This is an optimization exercise on Yosys and OpenROAD, whose aim is small area, a short achievable clock period and few clock cycles per item, not a production implementation. Only simulation tests tie the RTL to the original design; equivalence was not proved. No activity file was given, so power comes from the tool's default toggle rates.

==> design/flow/design.v <==
package gsu_pkg;
  localparam int ROW_W       = 6;
  localparam int COL_W       = 6;
  localparam int HEIGHT_W    = 8;
  localparam int STATUS_W    = 2;
  localparam int CFG_W       = 4;
  localparam int COUNT_VALUES = 2 ** CFG_W;
  localparam int QUEUE_DEPTH = 2;
  localparam logic [CFG_W-1:0] COUNT_RESET = 4'd5;
  localparam logic CMD_LOAD = 1'b0;
  localparam logic CMD_READ = 1'b1;
  localparam logic [STATUS_W-1:0] STATUS_OK      = 2'd0;
  localparam logic [STATUS_W-1:0] STATUS_ADDR    = 2'd1;
  localparam logic [STATUS_W-1:0] STATUS_SPACING = 2'd2;
  typedef struct packed {
    logic                command;
    logic [ROW_W-1:0]    row;
    logic [COL_W-1:0]    col;
    logic [HEIGHT_W-1:0] height;
  } gsu_in_t;
  typedef struct packed {
    logic [HEIGHT_W-1:0] height_out;
    logic [STATUS_W-1:0] status;
  } gsu_out_t;
  typedef enum logic [1:0] {
    KIND_LOAD,
    KIND_READ,
    KIND_ERR_ADDR,
    KIND_ERR_SPACING
  } gsu_kind_e;
  typedef struct packed {
    gsu_kind_e           kind;
    logic [ROW_W-1:0]    row;
    logic [COL_W-1:0]    col;
    logic [HEIGHT_W-1:0] height;
  } gsu_job_t;
  typedef enum logic [3:0] {
    ST_IDLE,
    ST_DIV_ROW,
    ST_DIV_COL,
    ST_RD_A,
    ST_RD_B,
    ST_RD_C,
    ST_MUL,
    ST_DIV_START,
    ST_DIV_LERP,
    ST_VALUE,
    ST_FINISH
  } gsu_state_e;
  typedef enum logic [1:0] {
    STAGE_TOP,
    STAGE_BOT,
    STAGE_VERT
  } gsu_stage_e;
  typedef struct packed {
    logic busy;
    logic done;
  } gsu_div_stat_t;
endpackage
import gsu_pkg::*;
module gsu_div #(
  parameter int NUM_W = 15,
  parameter int DEN_W = 6
) (
  input  logic                   clk_i,
  input  logic                   rst_ni,
  input  logic                   start_i,
  input  logic [NUM_W-1:0]       num_i,
  input  logic [DEN_W-1:0]       den_i,
  output gsu_pkg::gsu_div_stat_t stat_o,
  output logic [NUM_W-1:0]       quot_o,
  output logic [DEN_W-1:0]       rem_o
);
  localparam int CNT_W = $clog2(NUM_W + 1);
  logic             busy_q, done_q;
  logic [CNT_W-1:0] cnt_q;
  logic [NUM_W-1:0] quo_q, quo_d;
  logic [DEN_W-1:0] rem_q, rem_d, den_q;
  logic [DEN_W:0]   rem_sh;
  logic             ge;
  always_comb begin
    rem_sh = {rem_q, quo_q[NUM_W-1]};
    ge     = rem_sh >= {1'b0, den_q};
    rem_d  = ge ? DEN_W'(rem_sh - {1'b0, den_q}) : rem_sh[DEN_W-1:0];
    quo_d  = {quo_q[NUM_W-2:0], ge};
  end
  always_ff @(posedge clk_i or negedge rst_ni) begin
    if (!rst_ni) begin
      busy_q <= 1'b0;
      done_q <= 1'b0;
      cnt_q  <= '0;
    end else begin
      done_q <= 1'b0;
      if (start_i) begin
        busy_q <= 1'b1;
        cnt_q  <= CNT_W'(NUM_W);
      end else if (busy_q) begin
        cnt_q <= cnt_q - CNT_W'(1);
        if (cnt_q == CNT_W'(1)) begin
          busy_q <= 1'b0;
          done_q <= 1'b1;
        end
      end
    end
  end
  always_ff @(posedge clk_i) begin
    if (start_i) begin
      quo_q <= num_i;
      rem_q <= '0;
      den_q <= den_i;
    end else if (busy_q) begin
      quo_q <= quo_d;
      rem_q <= rem_d;
    end
  end
  assign stat_o = {busy_q, done_q};
  assign quot_o = quo_q;
  assign rem_o  = rem_q;
endmodule
module gsu_ram #(
  parameter int WIDTH = 8,
  parameter int DEPTH = 81
) (
  input  logic                     clk_i,
  input  logic                     we_i,
  input  logic [$clog2(DEPTH)-1:0] waddr_i,
  input  logic [WIDTH-1:0]         wdata_i,
  input  logic [$clog2(DEPTH)-1:0] raddr_i,
  output logic [WIDTH-1:0]         rdata_o
);
  logic [WIDTH-1:0] mem_q [DEPTH];
  logic [WIDTH-1:0] rdata_q;
  always_ff @(posedge clk_i) begin
    if (we_i) begin
      mem_q[waddr_i] <= wdata_i;
    end
    rdata_q <= mem_q[raddr_i];
  end
  assign rdata_o = rdata_q;
endmodule
import gsu_pkg::*;
module gsu_queue (
  input  logic              clk_i,
  input  logic              rst_ni,
  input  logic              push_i,
  input  gsu_pkg::gsu_job_t job_i,
  output logic              full_o,
  input  logic              pop_i,
  output logic              valid_o,
  output gsu_pkg::gsu_job_t job_o
);
  localparam int PTR_W = $clog2(QUEUE_DEPTH);
  localparam int CNT_W = $clog2(QUEUE_DEPTH + 1);
  localparam int JOB_W = 2 + ROW_W + COL_W + HEIGHT_W;   
  logic [JOB_W-1:0] mem_q [QUEUE_DEPTH];
  logic [PTR_W-1:0] wptr_q, rptr_q;
  logic [CNT_W-1:0] count_q;
  always_ff @(posedge clk_i or negedge rst_ni) begin
    if (!rst_ni) begin
      wptr_q  <= '0;
      rptr_q  <= '0;
      count_q <= '0;
    end else begin
      if (push_i) wptr_q <= wptr_q + PTR_W'(1);
      if (pop_i)  rptr_q <= rptr_q + PTR_W'(1);
      if (push_i && !pop_i) begin
        count_q <= count_q + CNT_W'(1);
      end else if (pop_i && !push_i) begin
        count_q <= count_q - CNT_W'(1);
      end
    end
  end
  always_ff @(posedge clk_i) begin
    if (push_i) mem_q[wptr_q] <= job_i;
  end
  assign full_o  = count_q == CNT_W'(QUEUE_DEPTH);
  assign valid_o = count_q != '0;
  assign job_o   = mem_q[rptr_q];
endmodule
import gsu_pkg::*;
module gsu_front #(
  parameter int GRID        = 40,
  parameter int CONTROL_MAX = 9
) (
  input  logic                            clk_i,
  input  logic                            rst_ni,
  input  logic                            in_valid_i,
  output logic                            in_ready_o,
  input  gsu_pkg::gsu_in_t                in_data_i,
  input  logic                            cfg_we_i,
  input  logic [gsu_pkg::CFG_W-1:0]       cfg_data_i,
  input  logic                            q_full_i,
  output logic                            push_o,
  output gsu_pkg::gsu_job_t               job_o,
  output logic [$clog2(GRID+1)-1:0]       span_o
);
  localparam int SPAN_W = $clog2(GRID + 1);
  logic [CFG_W-1:0]  count_q;
  logic [SPAN_W-1:0] span_tab [COUNT_VALUES];
  logic              ok_tab   [COUNT_VALUES];
  logic              spacing_ok;
  for (genvar k = 0; k < COUNT_VALUES; k++) begin : g_span
    localparam int DIVISOR = (k >= 2) ? (k - 1) : 1;
    localparam bit GOOD = (k >= 2) && (k <= CONTROL_MAX) && ((GRID % DIVISOR) == 0);
    assign span_tab[k] = GOOD ? SPAN_W'(GRID / DIVISOR) : '0;
    assign ok_tab[k]   = GOOD;
  end
  always_ff @(posedge clk_i or negedge rst_ni) begin
    if (!rst_ni) begin
      count_q <= COUNT_RESET;
    end else if (cfg_we_i) begin
      count_q <= cfg_data_i;
    end
  end
  assign span_o     = span_tab[count_q];
  assign spacing_ok = ok_tab[count_q];
  always_comb begin
    job_o.row    = in_data_i.row;
    job_o.col    = in_data_i.col;
    job_o.height = in_data_i.height;
    if (in_data_i.command == CMD_LOAD) begin
      if (int'(in_data_i.row) >= CONTROL_MAX || int'(in_data_i.col) >= CONTROL_MAX) begin
        job_o.kind = KIND_ERR_ADDR;
      end else begin
        job_o.kind = KIND_LOAD;
      end
    end else if (int'(in_data_i.row) > GRID || int'(in_data_i.col) > GRID) begin
      job_o.kind = KIND_ERR_ADDR;
    end else if (!spacing_ok) begin
      job_o.kind = KIND_ERR_SPACING;
    end else begin
      job_o.kind = KIND_READ;
    end
  end
  assign in_ready_o = !q_full_i;
  assign push_o     = in_valid_i && !q_full_i;
endmodule
import gsu_pkg::*;
module gsu_back #(
  parameter int GRID        = 40,
  parameter int CONTROL_MAX = 9
) (
  input  logic                      clk_i,
  input  logic                      rst_ni,
  input  logic                      q_valid_i,
  input  gsu_pkg::gsu_job_t         q_job_i,
  output logic                      q_pop_o,
  input  logic [$clog2(GRID+1)-1:0] span_i,
  output logic                      out_valid_o,
  input  logic                      out_ready_i,
  output gsu_pkg::gsu_out_t         out_data_o
);
  localparam int SPAN_W = $clog2(GRID + 1);
  localparam int DIV_W  = SPAN_W + HEIGHT_W + 1;
  localparam int PROD_W = SPAN_W + HEIGHT_W;
  localparam int CI_W   = $clog2(CONTROL_MAX);
  localparam int DEPTH  = CONTROL_MAX * CONTROL_MAX;
  localparam int ADDR_W = $clog2(DEPTH);
  gsu_pkg::gsu_state_e          state_q;
  gsu_pkg::gsu_state_e          state_d;
  gsu_pkg::gsu_stage_e          stage_q;
  logic [COL_W-1:0]    col_q;
  logic [CI_W-1:0]     cr_q, cc_q;
  logic [SPAN_W-1:0]   roff_q, coff_q;
  logic [HEIGHT_W-1:0] a_q, b_q, top_q, val_q;
  logic                falling_q;
  logic [DIV_W-1:0]    num_q;
  gsu_pkg::gsu_out_t            res_q;
  gsu_pkg::gsu_out_t            out_data_q;
  logic                out_valid_q;
  logic                out_load;
  logic                div_start;
  logic [DIV_W-1:0]    div_num, div_quot;
  logic [SPAN_W-1:0]   div_rem;
  gsu_pkg::gsu_div_stat_t       div_stat;
  logic                ram_we;
  logic [ADDR_W-1:0]   waddr, raddr;
  logic [HEIGHT_W-1:0] rdata;
  logic [SPAN_W-1:0]   lerp_i;
  logic [HEIGHT_W-1:0] diff, quot8;
  logic                falling;
  logic [PROD_W-1:0]   prod;
  logic [ADDR_W-1:0]   rd_row, rd_col;
  gsu_ram #(.WIDTH(HEIGHT_W), .DEPTH(DEPTH)) u_store (
    .clk_i   (clk_i),
    .we_i    (ram_we),
    .waddr_i (waddr),
    .wdata_i (q_job_i.height),
    .raddr_i (raddr),
    .rdata_o (rdata)
  );
  gsu_div #(.NUM_W(DIV_W), .DEN_W(SPAN_W)) u_div (
    .clk_i   (clk_i),
    .rst_ni  (rst_ni),
    .start_i (div_start),
    .num_i   (div_num),
    .den_i   (span_i),
    .stat_o  (div_stat),
    .quot_o  (div_quot),
    .rem_o   (div_rem)
  );
  assign out_load = (state_q == ST_FINISH) && (!out_valid_q || out_ready_i);
  always_comb begin
    waddr  = ADDR_W'(q_job_i.row[CI_W-1:0]) * ADDR_W'(CONTROL_MAX)
           + ADDR_W'(q_job_i.col[CI_W-1:0]);
    rd_row = ADDR_W'(cr_q) + ((stage_q == STAGE_BOT) ? ADDR_W'(1) : ADDR_W'(0));
    rd_col = ADDR_W'(cc_q)
           + (((state_q == ST_RD_B) && (coff_q != '0)) ? ADDR_W'(1) : ADDR_W'(0));
    raddr  = rd_row * ADDR_W'(CONTROL_MAX) + rd_col;
  end
  always_comb begin
    lerp_i  = (stage_q == STAGE_VERT) ? roff_q : coff_q;
    falling = a_q > b_q;
    diff    = falling ? (a_q - b_q) : (b_q - a_q);
    prod    = PROD_W'(lerp_i) * PROD_W'(diff);
    quot8   = div_quot[HEIGHT_W-1:0];
  end
  always_ff @(posedge clk_i or negedge rst_ni) begin
    if (!rst_ni) begin
      state_q <= ST_IDLE;
    end else begin
      state_q <= state_d;
    end
  end
  always_comb begin
    state_d   = state_q;
    q_pop_o   = 1'b0;
    ram_we    = 1'b0;
    div_start = 1'b0;
    div_num   = num_q;
    unique case (state_q)
      ST_IDLE: begin
        if (q_valid_i) begin
          q_pop_o = 1'b1;
          ram_we  = q_job_i.kind == KIND_LOAD;
          if (q_job_i.kind == KIND_READ) begin
            div_start = 1'b1;
            div_num   = DIV_W'(q_job_i.row);
            state_d   = ST_DIV_ROW;
          end else begin
            state_d = ST_FINISH;
          end
        end
      end
      ST_DIV_ROW: begin
        if (div_stat.done) begin
          div_start = 1'b1;
          div_num   = DIV_W'(col_q);
          state_d   = ST_DIV_COL;
        end
      end
      ST_DIV_COL: begin
        if (div_stat.done) state_d = ST_RD_A;
      end
      ST_RD_A:      state_d = ST_RD_B;
      ST_RD_B:      state_d = (coff_q == '0) ? ST_VALUE : ST_RD_C;
      ST_RD_C:      state_d = ST_MUL;
      ST_MUL:       state_d = ST_DIV_START;
      ST_DIV_START: begin
        div_start = 1'b1;
        state_d   = ST_DIV_LERP;
      end
      ST_DIV_LERP: begin
        if (div_stat.done) state_d = ST_VALUE;
      end
      ST_VALUE: begin
        unique case (stage_q)
          STAGE_TOP: state_d = (roff_q == '0) ? ST_FINISH : ST_RD_A;
          STAGE_BOT: state_d = ST_MUL;
          default:   state_d = ST_FINISH;
        endcase
      end
      ST_FINISH: begin
        if (out_load) state_d = ST_IDLE;
      end
      default: state_d = ST_IDLE;
    endcase
  end
  always_ff @(posedge clk_i) begin
    case (state_q)
      ST_IDLE: begin
        col_q <= q_job_i.col;
        case (q_job_i.kind)
          KIND_ERR_ADDR:    res_q <= {HEIGHT_W'(0), STATUS_ADDR};
          KIND_ERR_SPACING: res_q <= {HEIGHT_W'(0), STATUS_SPACING};
          default:          res_q <= {HEIGHT_W'(0), STATUS_OK};
        endcase
      end
      ST_DIV_ROW: begin
        if (div_stat.done) begin
          cr_q   <= div_quot[CI_W-1:0];
          roff_q <= div_rem;
        end
      end
      ST_DIV_COL: begin
        if (div_stat.done) begin
          cc_q    <= div_quot[CI_W-1:0];
          coff_q  <= div_rem;
          stage_q <= STAGE_TOP;
        end
      end
      ST_RD_B: begin
        a_q   <= rdata;
        val_q <= rdata;
      end
      ST_RD_C: b_q <= rdata;
      ST_MUL: begin
        falling_q <= falling;
        num_q     <= DIV_W'(prod) + (falling ? DIV_W'(span_i - SPAN_W'(1)) : '0);
      end
      ST_DIV_LERP: begin
        if (div_stat.done) val_q <= falling_q ? (a_q - quot8) : (a_q + quot8);
      end
      ST_VALUE: begin
        case (stage_q)
          STAGE_TOP: begin
            top_q <= val_q;
            if (roff_q == '0) begin
              res_q <= {val_q, STATUS_OK};
            end else begin
              stage_q <= STAGE_BOT;
            end
          end
          STAGE_BOT: begin
            a_q     <= top_q;
            b_q     <= val_q;
            stage_q <= STAGE_VERT;
          end
          default: res_q <= {val_q, STATUS_OK};
        endcase
      end
      default: ;
    endcase
  end
  always_ff @(posedge clk_i or negedge rst_ni) begin
    if (!rst_ni) begin
      out_valid_q <= 1'b0;
    end else if (out_load) begin
      out_valid_q <= 1'b1;
    end else if (out_ready_i) begin
      out_valid_q <= 1'b0;
    end
  end
  always_ff @(posedge clk_i) begin
    if (out_load) out_data_q <= res_q;
  end
  assign out_valid_o = out_valid_q;
  assign out_data_o  = out_data_q;
endmodule
import gsu_pkg::*;
module grid_linear_upsampler #(
  parameter int GRID        = 40,
  parameter int CONTROL_MAX = 9
) (
  input  logic                      clk_i,
  input  logic                      rst_ni,
  input  logic                      in_valid_i,
  output logic                      in_ready_o,
  input  logic [20:0]               in_data_i,
  output logic                      out_valid_o,
  input  logic                      out_ready_i,
  output logic [9:0]                out_data_o,
  input  logic                      cfg_we_i,
  input  logic [3:0]                cfg_data_i
);
  localparam int SPAN_W = $clog2(GRID + 1);
  logic              push;
  gsu_pkg::gsu_job_t          push_job;
  logic              q_full;
  logic              q_valid;
  logic              q_pop;
  gsu_pkg::gsu_job_t          q_job;
  logic [SPAN_W-1:0] span;
  gsu_pkg::gsu_in_t           in_item;
  gsu_pkg::gsu_out_t          out_item;
  assign in_item    = gsu_pkg::gsu_in_t'(in_data_i);
  assign out_data_o = out_item;
  gsu_front #(.GRID(GRID), .CONTROL_MAX(CONTROL_MAX)) u_front (
    .clk_i      (clk_i),
    .rst_ni     (rst_ni),
    .in_valid_i (in_valid_i),
    .in_ready_o (in_ready_o),
    .in_data_i  (in_item),
    .cfg_we_i   (cfg_we_i),
    .cfg_data_i (cfg_data_i),
    .q_full_i   (q_full),
    .push_o     (push),
    .job_o      (push_job),
    .span_o     (span)
  );
  gsu_queue u_queue (
    .clk_i   (clk_i),
    .rst_ni  (rst_ni),
    .push_i  (push),
    .job_i   (push_job),
    .full_o  (q_full),
    .pop_i   (q_pop),
    .valid_o (q_valid),
    .job_o   (q_job)
  );
  gsu_back #(.GRID(GRID), .CONTROL_MAX(CONTROL_MAX)) u_back (
    .clk_i       (clk_i),
    .rst_ni      (rst_ni),
    .q_valid_i   (q_valid),
    .q_job_i     (q_job),
    .q_pop_o     (q_pop),
    .span_i      (span),
    .out_valid_o (out_valid_o),
    .out_ready_i (out_ready_i),
    .out_data_o  (out_item)
  );
endmodule
==> design/flow/run.sh <==
#!/bin/bash
# synth_recipe.tcl (not shown) runs the flow's synth.tcl, then flattens the netlist and writes it again
# the make line also repeats each setting of config.mk as NAME=value (left out here)
make -C /OpenROAD-flow-scripts/flow DESIGN_CONFIG=/design/flow/config.mk WORK_HOME=/design/flow/orfs CLKGATE_MAP_FILE= SYNTH_SCRIPT=/design/flow/synth_recipe.tcl finish
==> design/flow/config.mk <==
export PLATFORM = sky130hd
export DESIGN_NAME = grid_linear_upsampler
export DESIGN_NICKNAME = grid_linear_upsampler
export VERILOG_FILES = /design/flow/design.v
export SDC_FILE = /design/flow/constraint.sdc
export NUM_CORES = 4
export LEC_CHECK = 0
export CAP_MARGIN = 20
export CORE_MARGIN = 2
export CORE_UTILIZATION = 40
export PLACE_DENSITY = 0.6
export SLEW_MARGIN = 20
==> design/flow/constraint.sdc <==
create_clock -name core_clock -period 8.0 [get_ports {clk_i}]
set_input_delay 1.6000 -clock core_clock [delete_from_list [all_inputs] [get_ports {clk_i}]]
set_output_delay 1.6000 -clock core_clock [all_outputs]
set_load 0.01 [all_outputs]
==> reports/summary.txt <==
CP max stage cell: fa_1
depth of the worst register-to-register path: 26
Max IR drop VDD: 0.348 mV
Yosys top cell area share: 66.8%
Area growth syn-to-layout: 13.3%
I/O Buffers: 41
clock transition at the registers of the reported paths: 60 ps
CP endpoint kind: flip-flop
Die W: 306 um
# DRC: 0
setup TNS: 0 ps
CP top delay family: adder cells
Crit Path Category: flip-flop to flip-flop
CTS Buf Count: 89
Final Max Slew Viols: 0
Initial Utilization: 40.4%
Final min period: 6850 ps
number of global-route vias before repair: 19600
reg-to-reg slack, setup: 1150 ps
Mapped Area: 36400 um2
total power: 15500 uW
run status: complete, no violations
ys flop type: edfxtp_1
Via-to-Cell Ratio: 5.47
share of layout cells above drive strength 1: 16.6%
Seq cells post-synth: 842
Crit. path cell count: 26
Iter 0 DRT Violations: 1427
post-cts sizing count: 0
most used cell, CP: fa_1
synthesized instance count: 2141
commonest non-fill, non-tap cell in the layout: edfxtp_1
post-synthesis sequential area ratio: 68.9%
hold path depth: 0
worst skew pair latency: 680 ps
global route overflow: 0
final worst slack: 1150 ps
main area contributors after synthesis: edfxtp_1 (67%), mux4_2 (10%), ha_1 (3.1%)
WL per Instance: 23.0 um
Leakage: 0.0139 uW
fmax: 146 MHz
final critical-path share of the clock period: 85.6%
unrepaired setup endpoints after global routing: false
1st-pass router iterations: 8
Critical Path AT: 7260 ps
initial antenna violation count: 0
Die Y: 306 um
die area: 93300 um2
Core ar.: 90000 um2
worst min path class: flip-flop to flip-flop
routability cong.: 0.849
total track usage: 17.2%
Core Rows: 110
diode count: 0
yosys warns: 7
post-CTS setup buffers: 0
Layout Skew: 86.1 ps
Synth async-reset ratio: 2.26%
commonest non-fill, non-tap cells in the layout: edfxtp_1 (809), mux4_2 (168), nor2_1 (164)
Synth Net Count: 2303
Final Non-Filler Cells: 3463
CP Buf/Inv Count: 5
Max-slew headroom: 26.1%
number of max-cap violations: 0
Slew @ Worst Pin: 1110 ps
Cell variety after synth: 72
Num Clock Sinks: 842
dpl ws: 1200 ps
Worst EP required: 8410 ps
H-tree depth: 3
final hold vios: 0
first-pass GRT wire length: 121000 um
Routed WL: 79800 um
Via Count: 18900
clock root cell: clkbuf_16
top cell type by total area after synthesis: edfxtp_1
EDFF count, synth: 809
antenna viol nets, final: 0
Post-CTS Hold Buffers: 0
average size of a mapped cell: 17.0 um2
CP max FO: 9
slowest stage delay, CP: 510 ps
TritonCTS clock tree: built
largest net degree at the start of global routing: 82
# setup viols final: 0
CP startpoint kind: flip-flop
Power Density: 377 nW/um2
placed instance count: 3300
Ports: 42
CTS max path bufs: 3
fin nets: 2377
Post-DP HPWL: 50600 um
-- area by class of cell --
cell class,count,area [um2]
Clock buffer,110,2320
Clock inverter,53,726
Fill cell,7708,48800
Inverter,119,452
Multi-Input combinational cell,1096,10500
Sequential cell,842,25100
Tap cell,1176,1470
Timing Repair Buffer,67,634
-- metrics by stage --
stage,utilization (%),hold WS (ps),cell area (um2)
finish,45.8,419,41200
global route,45.8,421,41200
CTS,45.7,419,41200
detailed placement,42.4,406,38100
global placement,42.4,409,38100
floorplan,-,400,36400
-- sequential cells by signal, indices dropped and copies added (netlist names), 10 cells and up --
signal                flops
u_back.num_q             15
u_back.out_data_q        10
u_back.res_q             10
u_back.u_div.quo_q       15
u_back.u_store.mem_q    648
u_queue.mem_q            44
-- kinds of logic after synthesis --
kind of cell | synth area share, %
AOI/OAI and AO/OA | 4.71
xor gates and xnor gates | 1.41
adders and majority gates | 5.43
buffers and inverters | 2.27
DFF | 68.9
muxes | 12.0
and+or+nand+nor | 5.29
-- power by group --
part	leakage [uW]	switching (uW)	internal, uW
registers	0.00765	209	5750
logic	0.00481	3290	2070
clock network	0.00146	1750	2480
-- cells in the mapped netlist (6+ instances only) --
cell,instances
buf_2,26
mux4_2,168
a21o_1,21
inv_1,117
mux2i_1,30
o211ai_1,6
nor2_1,166
edfxtp_1,809
a211oi_1,6
nand2_1,98
nor3_1,17
nand4_1,9
dfxtp_1,14
and3_1,15
o22ai_1,33
nor2b_1,12
nand2b_1,21
fa_1,43
a22oi_1,26
dfrtp_1,17
or3_1,8
a221oi_1,7
o21bai_1,6
xnor2_1,36
or2_2,9
o21a_1,6
xor2_1,19
a21oi_1,55
clkbuf_1,49
o21ai_0,65
nand3_1,32
mux2_2,22
ha_1,89
-- worst paths after layout --
path	to	start
min in group asynchronous	u_back.u_div.cnt_q[2]	rst_ni
worst min register to register	u_back.out_data_q[6]	u_back.res_q[6]
worst min-delay path	u_back.out_data_q[6]	u_back.res_q[6]
worst max-delay path	u_back.num_q[14]	u_back.a_q[0]
max in group asynchronous	u_queue.rptr_q	rst_ni
worst max register to register	u_back.num_q[14]	u_back.a_q[0]
-- layer usage --
metal | routed length [um] | GRT usage, %
met5 | 0 | 0
met4 | 2230 | 5.35
met3 | 4390 | 3.40
met2 | 39300 | 28.3
met1 | 33900 | 23.0
Testbench counts, summed over its fixed seeds: cycles 168,378, items 3,335.

==> afterwards: timing with drivers on the ports <==
The flow's constraints put no driver on any port. The routed layout listed below was extracted and timed again, unchanged, in two steps.
Step 1: set_driving_cell puts a clkbuf_16 on clk_i and a buf_2 on each other input, an assumption about the parent block.
Step 2 adds t to the input delays and takes it off the output delays; t is the mean of the earliest and latest rising clock arrival at the registers after step 1. Input paths then give back, and output paths get back, about the clock's delay inside the block.
Three values: no drivers, after step 1, after step 2; two values: the first two.
t, ns: 0.700
slack for setup (ns): 1.150 / 1.150 / 1.150
hold slack, ns: 0.419 / 0.419 / 0.419
worst data-port slew with drivers (ns): 0.05
After both steps setup and hold are still met in this run. The setup slack of this run moves by 0.000 ns with the drivers and by 0.000 ns with both steps.
